From an optimization exercise on the open Yosys and OpenROAD flow, aimed at a short achievable clock period and few clock cycles; shortcuts taken in it are not production practice.
Only simulation tests tie the RTL to the original design; equivalence was not proved.
Power figures rest on the tool's default switching activity, not on a simulated workload.

// serial_cpu_top
module serial_cpu_top (
    input  wire        clk,
    input  wire        rst_n,
    input  wire        start,
    input  wire [7:0]  i_datain,
    input  wire [7:0]  d_datain,
    output wire [8:0]  i_addr,
    output wire [8:0]  d_addr,
    output wire        d_we,
    output wire [7:0]  d_dataout,
    output wire [1:0]  run_status
);
Size: ~420 flip-flops, roughly 48 I/O pins, roughly 24,000 µm² of cells after synthesis.
Settings: LEC_CHECK=0, ABC_CLOCK_PERIOD_IN_PS=2300, CAP_MARGIN=20, CORE_MARGIN=2, CORE_UTILIZATION=30, CTS_BUF_LIST=sky130_fd_sc_hd__clkbuf_16, SETUP_SLACK_MARGIN=3.7, SLEW_MARGIN=20; clock period 6.0 ns.
standard.sh (not shown) runs the stock make flow with config.mk's settings and CLKGATE_MAP_FILE= SYNTH_SCRIPT=/design/flow/synth_recipe.tcl, a recipe that flattens the netlist after the stock synthesis.
==> flow/flow/run.sh <==
#!/bin/bash
# The standard layout, with faster cells for the port buffers.
set -euo pipefail
export BUFFER_PORTS_ARGS="-buffer_cell sky130_fd_sc_hd__buf_4"
bash standard.sh > standard.log 2>&1
Testbench counts at the start, summed over its fixed seeds: cycles 102,654.
Rerun with:
--- a/flow/design.v
+++ b/flow/design.v
@@ -38,19 +38,18 @@
     reg         ex_we;
     reg  [7:0]  wbsel;       
     reg  [7:0]  m1sel;       
     reg  [7:0]  m2sel;       
     reg  [7:0]  rlo_q, rh0_q, rh1_q;
     reg         c8_q, cx0_q, cx1_q;
     reg         wbset;       
     reg  [7:0]  tpre [0:7];  
     reg         zlo_q, zh0_q, zh1_q;    
-    reg         add_q;       
     reg  [7:0]  setfw;       
     reg  [7:0]  dhi;         
     wire [15:0] res_q = {c8_q ? rh1_q : rh0_q, rlo_q};
     wire        c_q   = c8_q ? cx1_q : cx0_q;
     reg         ex_zn;
     reg         ex_c;
     reg  [2:0]  rd;          
     reg  [15:0] opa;
     reg  [15:0] opb;
@@ -127,20 +126,19 @@
             end
             c = {g[6:0], 1'b0};
             ks8 = (a ^ b) ^ c;
         end
     endfunction
     wire [4:0] op  = i_datain[7:3];
     wire [2:0] r1  = i_datain[2:0];
     wire [2:0] r2  = lo[6:4];
     wire [2:0] r3  = lo[2:0];
-    wire zf = !znp ? zf_q :
-              add_q ? (zlo_q & (c8_q ? zh1_q : zh0_q)) : ({rh0_q, rlo_q} == 16'd0);
+    wire zf = znp ? (zlo_q & (c8_q ? zh1_q : zh0_q)) : zf_q;
     wire nf = znp ? res_q[15] : nf_q;
     wire cf = cp ? c_q : cf_q;
     reg taken;
     always @(*) begin
         case (op)
             JUMP, JMPR: taken = 1'b1;
             BZ:         taken = zf;
             BNZ:        taken = ~zf;
             BN:         taken = nf;
@@ -330,22 +328,21 @@
     end
     always @(posedge clk)
     begin
         rlo_q <= s_add ? slo[7:0] : oth[7:0];
         rh0_q <= s_add ? sh0[7:0] : oth[15:8];
         rh1_q <= s_add ? sh1[7:0] : oth[15:8];
         c8_q  <= slo[8];
         cx0_q <= s_add & (sh0[8] ^ cin);
         cx1_q <= s_add & (sh1[8] ^ cin);
-        zlo_q <= zsum8(opa[7:0], opb[7:0], cin);
-        zh0_q <= zsum8(opa[15:8], opb[15:8], 1'b0);
-        zh1_q <= zsum8(opa[15:8], opb[15:8], 1'b1);
-        add_q <= s_add;
+        zlo_q <= s_add ? zsum8(opa[7:0], opb[7:0], cin) : (oth[7:0] == 8'd0);
+        zh0_q <= s_add ? zsum8(opa[15:8], opb[15:8], 1'b0) : (oth[15:8] == 8'd0);
+        zh1_q <= s_add ? zsum8(opa[15:8], opb[15:8], 1'b1) : (oth[15:8] == 8'd0);
         setfw <= {8{f2 && (op == SET)}} & r1oh;
     end
     generate
         for (gi = 0; gi < 8; gi = gi + 1) begin : g_tpre
             always @(posedge clk)
                 tpre[gi] <= ks8(setfw[gi] ? opb[7:0] : gr[gi][7:0], i_datain);
         end
     endgenerate
     always @(posedge clk or negedge rst_n) begin
What happened:
- The new run finished clean
- critical path depth increases by 2
- count of clock-buffer cells in the layout grows by 1
- clock skew drops by 5.5 ps
- final cell count came out higher slightly
- non-clock buffer count is higher by 17
- wire length grows by a few percent
- setup slack gets worse by 170 ps
- power went down by a few percent
- core utilization stays flat
Testbench counts after the change, summed over its fixed seeds: cycles 102,654.

========
Setup of before:
serial_cpu_top, a different RTL version from the one above (not shown whole).
For scale: roughly 410 flip-flops, ~48 I/O pins, roughly 24,000 sq um of cells after synthesis.
export LEC_CHECK = 0
export ABC_CLOCK_PERIOD_IN_PS = 2300
export CAP_MARGIN = 20
export CORE_MARGIN = 2
export CORE_UTILIZATION = 30
export CTS_BUF_LIST = sky130_fd_sc_hd__clkbuf_16
export SETUP_SLACK_MARGIN = 3.7
export SLEW_MARGIN = 20
create_clock -name core_clock -period 6.0 [get_ports {clk}]
Scripts as last shown in full above: flow/flow/run.sh
before closes out successfully: all stages finished, all timing, DRC and antenna checks passed.
Testbench counts of before, summed over its fixed seeds: cycles 102,654.
## Diff of input files: after against before
--- a/flow/design.v
+++ b/flow/design.v
@@ -139,65 +139,60 @@
             JUMP, JMPR: taken = 1'b1;
             BZ:         taken = zf;
             BNZ:        taken = ~zf;
             BN:         taken = nf;
             BNN:        taken = ~nf;
             BC:         taken = cf;
             BNC:        taken = ~cf;
             default:    taken = 1'b0;
         endcase
     end
-    wire [2:0] r2f = i_datain[6:4];
-    wire [2:0] r3f = i_datain[2:0];
-    wire [7:0] r1oh, r2foh, r3foh;
+    wire [7:0] r1oh, r2oh, r3oh;
+    wire [7:0] asum [0:7];       
     genvar gi;
     generate
         for (gi = 0; gi < 8; gi = gi + 1) begin : g_rd
-            assign r1oh[gi]  = (r1 == gi);
-            assign r2foh[gi] = (r2f == gi);
-            assign r3foh[gi] = (r3f == gi);
+            assign r1oh[gi] = (r1 == gi);
+            assign r2oh[gi] = (r2 == gi);
+            assign r3oh[gi] = (r3 == gi);
+            assign asum[gi] = ks8(gr[gi][7:0], {4'd0, lo[3:0]});
         end
     endgenerate
-    reg [15:0] g1, p2, p3;
-    reg [7:0]  t1;
+    wire [7:0] afwd = ks8(res_q[7:0], {4'd0, lo[3:0]});
+    reg [15:0] g1, g2, g3;
+    reg [7:0]  t1, a2;
     integer k;
     always @(*) begin
-        g1 = 16'd0; p2 = 16'd0; p3 = 16'd0; t1 = 8'd0;
+        g1 = 16'd0; g2 = 16'd0; g3 = 16'd0; t1 = 8'd0; a2 = 8'd0;
         for (k = 0; k < 8; k = k + 1) begin
             g1 = g1 | ({16{r1oh[k]}} & gr[k]);
+            g2 = g2 | ({16{r2oh[k]}} & gr[k]);
+            g3 = g3 | ({16{r3oh[k]}} & gr[k]);
             t1 = t1 | ({8{r1oh[k]}} & tpre[k]);
-            p2 = p2 | ({16{r2foh[k]}} & {gr[k][15:8], m1sel[k] ? d_datain : gr[k][7:0]});
-            p3 = p3 | ({16{r3foh[k]}} & {gr[k][15:8], m1sel[k] ? d_datain : gr[k][7:0]});
+            a2 = a2 | ({8{r2oh[k] & ~wbsel[k]}} & asum[k]);
         end
     end
-    reg  [15:0] pre2, pre3;
-    reg         wb2, wb3, ld2, ld3;
-    wire [7:0]  wbnext = {8{ex_we}} & (8'd1 << rd);
-    always @(posedge clk) begin
-        pre2 <= p2;
-        pre3 <= p3;
-        wb2  <= |(r2foh & wbnext);
-        wb3  <= |(r3foh & wbnext);
-        ld2  <= |(r2foh & m1sel);
-        ld3  <= |(r3foh & m1sel);
-    end
     wire wb1 = |(r1oh & wbsel);
+    wire wb2 = |(r2oh & wbsel);
+    wire wb3 = |(r3oh & wbsel);
     wire ld1 = |(r1oh & m2sel);
+    wire ld2 = |(r2oh & m2sel);
+    wire ld3 = |(r3oh & m2sel);
     wire [15:0] ra1 = wb1 ? res_q : {ld1 ? d_datain : g1[15:8], g1[7:0]};
-    wire [15:0] ra2 = wb2 ? res_q : {ld2 ? d_datain : pre2[15:8], pre2[7:0]};
-    wire [15:0] rb3 = wb3 ? res_q : {ld3 ? d_datain : pre3[15:8], pre3[7:0]};
+    wire [15:0] ra2 = wb2 ? res_q : {ld2 ? d_datain : g2[15:8], g2[7:0]};
+    wire [15:0] rb3 = wb3 ? res_q : {ld3 ? d_datain : g3[15:8], g3[7:0]};
     wire [7:0]  tsel = t1;
     wire hz1 = |(r1oh & ((wbsel & {8{~wbset}}) | m2sel));
     wire is_br = (op == JMPR) || (op == BZ) || (op == BNZ) || (op == BN) ||
                  (op == BNN) || (op == BC) || (op == BNC);
     wire hazard = is_br & hz1;
-    wire [7:0]  asel = ks8(wb2 ? res_q[7:0] : pre2[7:0], {4'd0, lo[3:0]});
+    wire [7:0]  asel = a2 | ({8{wb2}} & afwd);
     wire [7:0] target = (op == JUMP) ? lo : tsel;
     wire use_r1  = (op == LDIH) || (op == ADDI) || (op == SUBI);
     wire is_sub  = (op == SUB) || (op == SUBI) || (op == CMP);
     wire b_reg   = (op == ADD) || (op == SUB) || (op == CMP) ||
                    (op == AND) || (op == OR)  || (op == XOR);
     wire is_mem  = (op == LOAD) || (op == STORE);
     reg [15:0] b_sel;
     always @(*) begin
         if (b_reg)
             b_sel = rb3;
## What came out
Clock input transition at the sequential cells of the worst setup and hold paths: before vs after, no meaningful difference. Taking before as the reference, in after total power now sits higher; clock period minus final worst setup slack rose 0.0099 ns. Fraction of registers with async set or reset after synthesis delta for after relative to before: 4.2 points higher. Fmax: after worse than before. In the tables for before and after, number of design-rule violations left by the first detailed-router iteration reads lower with before. Against before as the reference, after delivers a lower path length in cells of the critical path. The post-DP HPWL of after was inferior to that of before. Diff before and after: total clock sinks higher in before. Diff before -> after: die area rose by 9.3%; area after synthesis rose by 2200 sq um.
Testbench counts of after, summed over its fixed seeds: cycles 102,654.

## afterwards: timing with drivers on the ports
No port has a modelled driver above. Below, the same layouts with a new extraction and two added sets of constraints.
Step 1, drivers: a clkbuf_16 drives clk and a buf_2 each remaining input, both assumed.
Step 2 adds t to the input delays and takes it off the output delays; t is the mean of the earliest and latest rising clock arrival at the registers after step 1. Input paths then give back, and output paths get back, about the clock's delay inside the block.
a / b / c = no drivers / after step 1 / after step 2; a / b = the first two.
run	t, ns	slack for setup (ns)	hold WS [ns]	slew at the worst register clock pin (ns)
the first run of note 1	0.657	3.582 / 3.379 / 2.721	0.349 / 0.349 / 0.349	0.07 / 0.07
the second run of note 1	0.657	3.417 / 3.267 / 2.610	0.350 / 0.350 / 0.350	0.07 / 0.07
before	0.657	3.414 / 3.181 / 2.523	0.350 / 0.350 / 0.350	0.07 / 0.07
after	0.649	3.404 / 3.250 / 2.601	0.351 / 0.351 / 0.351	0.07 / 0.07
After both steps setup and hold are still met in every run listed. For before, which loses most, drivers alone change the setup slack by -0.233 ns; drivers and shift together by -0.891 ns.
